This design comes from an exercise in tuning for small area on the open sky130 flow, not from production work. Only simulation tests tie the RTL to the original design; equivalence was not proved. No activity file was given, so power comes from the tool's default toggle rates.

==> inputs of run a <==
==> flow/design.v <==
`timescale 1ns/1ps
`default_nettype none
module invaders_top #(
    parameter int ALIEN_COLS = 6,
    parameter int ALIEN_ROWS = 3
) (
    input  wire logic        clk,
    input  wire logic        reset,
    input  wire logic        frame_tick,
    input  wire logic        fire,
    input  wire logic        left,
    input  wire logic        right,
    input  wire logic        wb_cyc,
    input  wire logic        wb_stb,
    input  wire logic        wb_we,
    input  wire logic [2:0]  wb_adr,
    input  wire logic [31:0] wb_dat_w,
    output logic [31:0]      wb_dat_r,
    output logic             wb_ack
);
    function automatic logic [9:0] add10(input logic [9:0] a, input logic [9:0] b);
        logic c;
        c = 1'b0;
        for (int i = 0; i < 10; i++) begin
            add10[i] = a[i] ^ b[i] ^ c;
            c = (a[i] & b[i]) | (a[i] & c) | (b[i] & c);
        end
    endfunction
    logic        run;
    logic        restart;
    logic [17:0] dat_r;
    logic [8:0]  nfx;           
    logic [6:0]  nfy;           
    logic        dir_right;
    logic [2:0]  count;
    logic [17:0] dead;
    logic [17:0] alive;
    assign alive = ~dead;
    logic [2:0]  kq;            
    logic [1:0]  km;            
    logic [2:0]  hq;            
    logic [1:0]  hm;            
    logic [9:0]  ship_x;
    logic [5:0]  explode_timer;
    logic        rocket_active;
    logic [9:0]  rx6;           
    logic [7:0]  ryh;           
    logic [15:0] lfsr;
    logic        laser_active;
    logic [8:0]  nlx;           
    logic [8:0]  nly;           
    logic [2:0]  scan_col;
    logic [1:0]  scan_row;
    logic        game_over;
    logic        game_win;
    logic [1:0]  lives;
    logic req;
    logic step;
    assign req  = wb_cyc && wb_stb && !wb_ack;
    assign step = frame_tick && run && !game_over && !game_win;
    logic [2:0] sel_q;
    logic [1:0] sel_m;
    logic [7:0] sel_score;
    assign sel_q = wb_adr[0] ? hq : kq;
    assign sel_m = wb_adr[0] ? hm : km;
    always_comb begin
        case ({sel_q, sel_m})
            5'd0:    sel_score = 8'd0;
            5'd1:    sel_score = 8'd10;
            5'd2:    sel_score = 8'd20;
            5'd4:    sel_score = 8'd30;
            5'd5:    sel_score = 8'd40;
            5'd6:    sel_score = 8'd50;
            5'd8:    sel_score = 8'd60;
            5'd9:    sel_score = 8'd70;
            5'd10:   sel_score = 8'd80;
            5'd12:   sel_score = 8'd90;
            5'd13:   sel_score = 8'd100;
            5'd14:   sel_score = 8'd110;
            5'd16:   sel_score = 8'd120;
            5'd17:   sel_score = 8'd130;
            5'd18:   sel_score = 8'd140;
            5'd20:   sel_score = 8'd150;
            5'd21:   sel_score = 8'd160;
            5'd22:   sel_score = 8'd170;
            5'd24:   sel_score = 8'd180;
            default: sel_score = 8'd0;
        endcase
    end
    logic [17:0] read_data;
    always_comb begin
        case (wb_adr)
            3'd0:    read_data = {17'b0, run};
            3'd1:    read_data = {14'b0, game_over, game_win, lives};
            3'd2,
            3'd3:    read_data = {10'b0, sel_score};
            3'd4:    read_data = {8'b0, ship_x};
            3'd5:    read_data = alive;
            default: read_data = '0;
        endcase
    end
    always_ff @(posedge clk or posedge reset) begin
        if (reset) begin
            run     <= 1'b0;
            wb_ack  <= 1'b0;
            restart <= 1'b0;
        end else begin
            wb_ack  <= req;
            restart <= 1'b0;
            if (req && wb_we && wb_adr == 3'd0) begin
                run     <= wb_dat_w[0];
                restart <= wb_dat_w[1];
            end
        end
    end
    always_ff @(posedge clk) begin
        dat_r <= read_data;
    end
    assign wb_dat_r = {14'b0, dat_r};
    logic [5:0] col_live;
    logic [2:0] row_live;
    always_comb begin
        for (int c = 0; c < 6; c++)
            col_live[c] = alive[c] | alive[6 + c] | alive[12 + c];
        for (int r = 0; r < 3; r++)
            row_live[r] = |alive[r*6 +: 6];
    end
    logic fleet_gone;
    assign fleet_gone = kq[2] & kq[1];    
    logic hit_right;
    logic hit_left;
    always_comb begin
        if (col_live[5])      hit_right = (nfx == 9'd350);
        else if (col_live[4]) hit_right = (nfx == 9'd320);
        else if (col_live[3]) hit_right = (nfx == 9'd290);
        else if (col_live[2]) hit_right = (nfx == 9'd260);
        else if (col_live[1]) hit_right = (nfx == 9'd230);
        else                  hit_right = (nfx == 9'd200);
        if (col_live[0])      hit_left = (nfx == 9'd0);
        else if (col_live[1]) hit_left = (nfx == 9'd30);
        else if (col_live[2]) hit_left = (nfx == 9'd60);
        else if (col_live[3]) hit_left = (nfx == 9'd90);
        else if (col_live[4]) hit_left = (nfx == 9'd120);
        else                  hit_left = (nfx == 9'd150);
    end
    logic hit_edge;
    assign hit_edge = dir_right ? hit_right : hit_left;
    logic bottom_reached;
    assign bottom_reached = !fleet_gone &&
        (row_live[2] ? (nfy <= 7'd57) :
         row_live[1] ? (nfy <= 7'd46) : (nfy <= 7'd35));
    logic [9:0] nfy_drop;
    logic [9:0] nfx_move;
    assign nfy_drop = add10({3'b0, nfy}, 10'd123);
    assign nfx_move = add10({1'b0, nfx}, {1'b0, {8{dir_right}}, 1'b1});
    logic [9:0] kq_inc;
    logic [9:0] count_inc;
    assign kq_inc    = add10({7'b0, kq}, 10'd1);
    assign count_inc = add10({7'b0, count}, 10'd1);
    logic score_gt;
    logic [4:0] cur_k;
    logic [4:0] high_k;
    assign cur_k  = {kq, km};
    assign high_k = {hq, hm};
    always_comb begin
        logic eq;
        score_gt = 1'b0;
        eq       = 1'b1;
        for (int i = 4; i >= 0; i--) begin
            score_gt = score_gt | (eq & cur_k[i] & ~high_k[i]);
            eq       = eq & (cur_k[i] == high_k[i]);
        end
    end
    logic [9:0] ship_move;
    logic [9:0] ship_x_p10;
    logic [9:0] explode_dec;
    logic [9:0] ryh_dec;
    logic [9:0] nly_dec;
    assign ship_move   = add10(ship_x, {{9{!right}}, 1'b1});
    assign ship_x_p10  = add10(ship_x, 10'd10);
    assign explode_dec = add10({4'b0, explode_timer}, 10'd63);
    assign ryh_dec     = add10({2'b0, ryh}, 10'd255);
    assign nly_dec     = add10({1'b0, nly}, 10'd511);
    logic move;
    always_comb begin
        move = 1'b0;
        for (int i = 0; i < 8; i++)
            if (count == 3'(i)) move = ({1'b0, kq} >= 4'(7 - i));
    end
    logic [9:0] hdx;    
    logic [7:0] hdy;    
    logic [9:0] hdx_s;
    logic [9:0] hdy_s;
    assign hdx_s = add10({1'b0, rx6[9:1]}, {1'b0, nfx});
    assign hdy_s = add10({3'b0, ryh[7:1]}, {3'b0, nfy});
    assign hdx = {hdx_s[8:0], rx6[0]};
    assign hdy = {hdy_s[6:0], ryh[0]};
    logic [5:0] col_hit;
    logic [2:0] row_hit;
    always_comb begin
        for (int c = 0; c < 6; c++)
            col_hit[c] = (hdx >= 10'(60 * c)) && (hdx <= 10'(60 * c + 21));
    end
    assign row_hit[0] = (hdy <= 8'd8);
    assign row_hit[1] = (hdy >= 8'd22) && (hdy <= 8'd30);
    assign row_hit[2] = (hdy >= 8'd45) && (hdy <= 8'd53);
    logic [17:0] hit_vec;
    always_comb begin
        for (int r = 0; r < 3; r++)
            for (int c = 0; c < 6; c++)
                hit_vec[r*6 + c] = alive[r*6 + c] & col_hit[c] & row_hit[r];
    end
    logic kill;
    assign kill = step && rocket_active && (|hit_vec);
    logic can_shoot;
    always_comb begin
        case (scan_row)
            2'd0: can_shoot = alive[scan_col] & ~alive[6 + scan_col] & ~alive[12 + scan_col];
            2'd1: can_shoot = alive[6 + scan_col] & ~alive[12 + scan_col];
            2'd2: can_shoot = alive[12 + scan_col];
            default: can_shoot = 1'b0;
        endcase
    end
    logic [8:0] col_off;
    logic [6:0] row_off;
    always_comb begin
        case (scan_col)
            3'd0:    col_off = 9'd507;
            3'd1:    col_off = 9'd477;
            3'd2:    col_off = 9'd447;
            3'd3:    col_off = 9'd417;
            3'd4:    col_off = 9'd387;
            default: col_off = 9'd357;
        endcase
        case (scan_row)
            2'd0:    row_off = 7'd123;    
            2'd1:    row_off = 7'd112;    
            default: row_off = 7'd101;    
        endcase
    end
    logic [8:0] shoot_nlx;
    logic [8:0] shoot_nly;
    logic [9:0] shoot_nlx_s;
    logic [9:0] shoot_nly_s;
    assign shoot_nlx_s = add10({1'b0, nfx}, {1'b0, col_off});
    assign shoot_nly_s = add10({3'b0, nfy}, {3'b0, row_off});
    assign shoot_nlx = shoot_nlx_s[8:0];
    assign shoot_nly = {shoot_nly_s[6:0],
                        (scan_row == 2'd0) ? 2'b10 : (scan_row == 2'd1) ? 2'b01 : 2'b00};
    logic [9:0] ldx;    
    logic [9:0] ldx_s;
    assign ldx_s = add10({1'b0, ship_x[9:1]}, {1'b0, nlx});
    assign ldx = {ldx_s[8:0], ship_x[0]};
    logic overlap;
    assign overlap = (ldx == 10'd0 || ldx >= 10'd1003) && (nly >= 9'd43) && (nly <= 9'd74);
    logic ship_hit;
    assign ship_hit = step && laser_active && overlap;
    always_ff @(posedge clk or posedge reset) begin
        if (reset) begin
            nfx       <= 9'd487;
            nfy       <= 7'd116;
            dir_right <= 1'b1;
            count     <= '0;
            dead      <= '0;
            kq        <= '0;
            km        <= '0;
        end else if (restart) begin
            nfx       <= 9'd487;
            nfy       <= 7'd116;
            dir_right <= 1'b1;
            count     <= '0;
            dead      <= '0;
            kq        <= '0;
            km        <= '0;
        end else if (step) begin
            if (rocket_active) dead <= dead | hit_vec;
            if (kill) begin
                if (km == 2'd2) begin
                    km <= 2'd0;
                    kq <= kq_inc[2:0];
                end else begin
                    km <= {km[0], ~km[0]};
                end
            end
            if (move) begin
                count <= '0;
                if (hit_edge) begin
                    dir_right <= !dir_right;
                    nfy       <= nfy_drop[6:0];
                end else begin
                    nfx <= nfx_move[8:0];
                end
            end else begin
                count <= count_inc[2:0];
            end
        end
    end
    always_ff @(posedge clk or posedge reset) begin
        if (reset) begin
            hq <= '0;
            hm <= '0;
        end else if (score_gt) begin
            hq <= kq;
            hm <= km;
        end
    end
    always_ff @(posedge clk or posedge reset) begin
        if (reset) begin
            game_over <= 1'b0;
            game_win  <= 1'b0;
            lives     <= 2'd3;
        end else if (restart) begin
            game_over <= 1'b0;
            game_win  <= 1'b0;
            lives     <= 2'd3;
        end else begin
            if (ship_hit && lives != 2'd0) lives <= lives - 2'd1;
            if (lives == 2'd0 || bottom_reached) game_over <= 1'b1;
            if (fleet_gone) game_win <= 1'b1;
        end
    end
    always_ff @(posedge clk or posedge reset) begin
        if (reset) begin
            ship_x        <= 10'd320;
            explode_timer <= '0;
            rocket_active <= 1'b0;
        end else if (restart) begin
            ship_x        <= 10'd320;
            explode_timer <= '0;
            rocket_active <= 1'b0;
        end else if (step) begin
            if (right) begin
                if (ship_x < 10'd623) ship_x <= ship_move;
            end else if (left && ship_x > 10'd1) begin
                ship_x <= ship_move;
            end
            if (ship_hit) begin
                explode_timer <= 6'd35;
            end else if (explode_timer != '0) begin
                explode_timer <= explode_dec[5:0];
            end
            if (kill) begin
                rocket_active <= 1'b0;
            end else if (rocket_active) begin
                if (ryh == 8'd0) rocket_active <= 1'b0;
            end else if (fire && explode_timer == '0) begin
                rocket_active <= 1'b1;
            end
        end
    end
    always_ff @(posedge clk) begin
        if (step) begin
            if (rocket_active) begin
                ryh <= ryh_dec[7:0];
            end else begin
                rx6 <= ship_x_p10;
                ryh <= 8'd218;
            end
        end
    end
    always_ff @(posedge clk or posedge reset) begin
        if (reset) begin
            lfsr <= 16'hACE1;
        end else if (restart) begin
            lfsr <= 16'hACE1;
        end else begin
            lfsr <= {lfsr[14:0], lfsr[15] ^ lfsr[13] ^ lfsr[12] ^ lfsr[10]};
        end
    end
    always_ff @(posedge clk or posedge reset) begin
        if (reset) begin
            laser_active <= 1'b0;
            scan_col     <= '0;
            scan_row     <= '0;
        end else if (restart) begin
            laser_active <= 1'b0;
            scan_col     <= '0;
            scan_row     <= '0;
        end else if (step) begin
            if (ship_hit) begin
                laser_active <= 1'b0;
            end else if (laser_active) begin
                if (nly <= 9'd35) laser_active <= 1'b0;
            end else begin
                if (can_shoot && lfsr[0]) laser_active <= 1'b1;
                if (scan_col == 3'd5) begin
                    scan_col <= '0;
                    scan_row <= (scan_row == 2'd2) ? 2'd0 : scan_row + 2'd1;
                end else begin
                    scan_col <= scan_col + 3'd1;
                end
            end
        end
    end
    always_ff @(posedge clk) begin
        if (step) begin
            if (laser_active) begin
                nly <= nly_dec[8:0];
            end else begin
                nlx <= shoot_nlx;
                nly <= shoot_nly;
            end
        end
    end
endmodule
`default_nettype wire
==> flow/flow/run.sh <==
#!/bin/bash
# Standard ORFS layout, with two changes:
#  * abc maps the logic for area (flow/abc.script) instead of ORFS's
#    delay-driven script, and adders are left to abc rather than mapped to
#    adder cells first; registers are mapped exactly as in the standard
#    synthesis, since only the combinational mapping changes;
#  * ports are buffered with the smallest buffer.
# Each tool's output goes to the ORFS logs under orfs/logs and to flow_*.log here.
set -euo pipefail
HERE=$PWD
rm -rf "$HERE/scripts_mod"
cp -r "$FLOW_HOME/scripts" "$HERE/scripts_mod"
cp "$HERE/flow/abc.script" "$HERE/scripts_mod/abc_speed.script"
bash standard.sh SCRIPTS_DIR="$HERE/scripts_mod" \
    ADDER_MAP_FILE= \
    BUFFER_PORTS_ARGS="-buffer_cell sky130_fd_sc_hd__buf_1" \
    finish > "$HERE/flow_standard.log" 2>&1
==> flow/flow/abc.script <==
&get -n
&st
&deepsyn -T 30
&put
dch -f
amap -F 4 -A 8
==> flow/standard.sh <==
#!/bin/bash
# synth_recipe.tcl (not shown) runs the flow's synth.tcl, then flattens the netlist and writes it again
# the make line also repeats each setting of config.mk as NAME=value (left out here)
make -C /OpenROAD-flow-scripts/flow DESIGN_CONFIG=/design/flow/config.mk WORK_HOME=/design/flow/orfs CLKGATE_MAP_FILE= SYNTH_SCRIPT=/design/flow/synth_recipe.tcl "${@:-finish}"
==> flow/config.mk <==
export PLATFORM = sky130hd
export DESIGN_NAME = invaders_top
export DESIGN_NICKNAME = invaders_top
export VERILOG_FILES = /design/flow/design.v
export SDC_FILE = /design/flow/constraint.sdc
export NUM_CORES = 4
export LEC_CHECK = 0
export CAP_MARGIN = 0
export CORE_MARGIN = 2
export CORE_UTILIZATION = 75
export CTS_BUF_LIST = sky130_fd_sc_hd__clkbuf_8
export CTS_CLUSTER_SIZE = 40
export SLEW_MARGIN = 0
==> flow/constraint.sdc <==
create_clock -name core_clock -period 8.0 [get_ports {clk}]
set_input_delay 1.6000 -clock core_clock [delete_from_list [all_inputs] [get_ports {clk}]]
set_output_delay 1.6000 -clock core_clock [all_outputs]
set_load 0.01 [all_outputs]
==> run b: changes against run a <==
--- a/flow/design.v
+++ b/flow/design.v
@@ -32,3 +32,3 @@
     logic [8:0]  nfx;           
-    logic [6:0]  nfy;           
+    logic [7:0]  nfy;           
     logic        dir_right;
@@ -149,7 +149,7 @@
     assign bottom_reached = !fleet_gone &&
-        (row_live[2] ? (nfy <= 7'd57) :
-         row_live[1] ? (nfy <= 7'd46) : (nfy <= 7'd35));
+        (row_live[2] ? (nfy <= 8'd185) :
+         row_live[1] ? (nfy <= 8'd174) : (nfy <= 8'd163));
     logic [9:0] nfy_drop;
     logic [9:0] nfx_move;
-    assign nfy_drop = add10({3'b0, nfy}, 10'd123);
+    assign nfy_drop = add10({2'b0, nfy}, 10'd251);
     assign nfx_move = add10({1'b0, nfx}, {1'b0, {8{dir_right}}, 1'b1});
@@ -190,3 +190,3 @@
     logic [9:0] hdx;    
-    logic [7:0] hdy;    
+    logic [8:0] hdy;    
     logic [9:0] hdx_s;
@@ -194,5 +194,5 @@
     assign hdx_s = add10({1'b0, rx6[9:1]}, {1'b0, nfx});
-    assign hdy_s = add10({3'b0, ryh[7:1]}, {3'b0, nfy});
+    assign hdy_s = add10({3'b0, ryh[7:1]}, {2'b0, nfy});
     assign hdx = {hdx_s[8:0], rx6[0]};
-    assign hdy = {hdy_s[6:0], ryh[0]};
+    assign hdy = {hdy_s[7:0], ryh[0]};
     logic [5:0] col_hit;
@@ -203,5 +203,5 @@
     end
-    assign row_hit[0] = (hdy <= 8'd8);
-    assign row_hit[1] = (hdy >= 8'd22) && (hdy <= 8'd30);
-    assign row_hit[2] = (hdy >= 8'd45) && (hdy <= 8'd53);
+    assign row_hit[0] = (hdy <= 9'd8);
+    assign row_hit[1] = (hdy >= 9'd22) && (hdy <= 9'd30);
+    assign row_hit[2] = (hdy >= 9'd45) && (hdy <= 9'd53);
     logic [17:0] hit_vec;
@@ -245,3 +245,3 @@
     assign shoot_nlx_s = add10({1'b0, nfx}, {1'b0, col_off});
-    assign shoot_nly_s = add10({3'b0, nfy}, {3'b0, row_off});
+    assign shoot_nly_s = add10({3'b0, nfy[6:0]}, {3'b0, row_off});
     assign shoot_nlx = shoot_nlx_s[8:0];
@@ -260,3 +260,3 @@
             nfx       <= 9'd487;
-            nfy       <= 7'd116;
+            nfy       <= 8'd244;
             dir_right <= 1'b1;
@@ -268,3 +268,3 @@
             nfx       <= 9'd487;
-            nfy       <= 7'd116;
+            nfy       <= 8'd244;
             dir_right <= 1'b1;
@@ -288,3 +288,3 @@
                     dir_right <= !dir_right;
-                    nfy       <= nfy_drop[6:0];
+                    nfy       <= nfy_drop[7:0];
                 end else begin
==> flow/flow/abc.script (replaced) <==
&get -n
&st
&deepsyn -T 60
&dch -f
&nf -p -R 1000 -F 8 -A 8 -C 32
&put
- CAP_MARGIN: 0 -> 20
- CORE_UTILIZATION: 75 -> 60
- SLEW_MARGIN: 0 -> 20
==> summary.txt <==
Status: run b complete, no violations; run a complete, no violations
Fin crit period: run b 5100 ps; run a 4900 ps
Overall die height: run b 122 um; run a 107 um
Setup slack of the critical path after layout: run b 2900 ps; run a 3100 ps
Avg Cell Area, Syn: run b 8.95 um2; run a 8.31 um2
Detailed-routing wirelength on met1: run b 8950 um; run a 8430 um
Gpl congestion: run b 0.941; run a 1.04
WHS Endpoint: run b wb_ack; run a dat_r[16]
Critical Path Start: run b nfx[2]; run a nfy[2]
FF+latch area: run b 3820 um2; run a 3790 um2
Vias/cell: run b 6.24; run a 7.01
Worst endpoint data arrival time: run b 5470 ps; run a 5300 ps
Switching component of the power: run b 0.619 mW; run a 1.57 mW

-- re-timing with driven ports --
In the flow no input, the clock included, has a driving cell. The finished layouts below were timed again as built, in two steps.
Step 1: set_driving_cell puts a clkbuf_16 on clk and a buf_2 on each other input, an assumption about the parent block.
Step 2 moves the port delays by t, midway between the first and last clock arrival at a register: inputs arrive t later, outputs are due t later. That takes back most of the time a late clock gives input paths.
Slacks: ideal ports / drivers / drivers and shift; pairs: ideal ports / drivers.
run	t, ns	setup slack, ns	pins driven straight from the clock port
run a	0.506	3.098 / 3.098 / 3.034	1
run b	0.499	2.903 / 2.903 / 2.903	1
After both steps every run listed still meets setup and hold. For run a, which loses most, drivers alone change the setup slack by 0.000 ns; drivers and shift together by -0.064 ns.
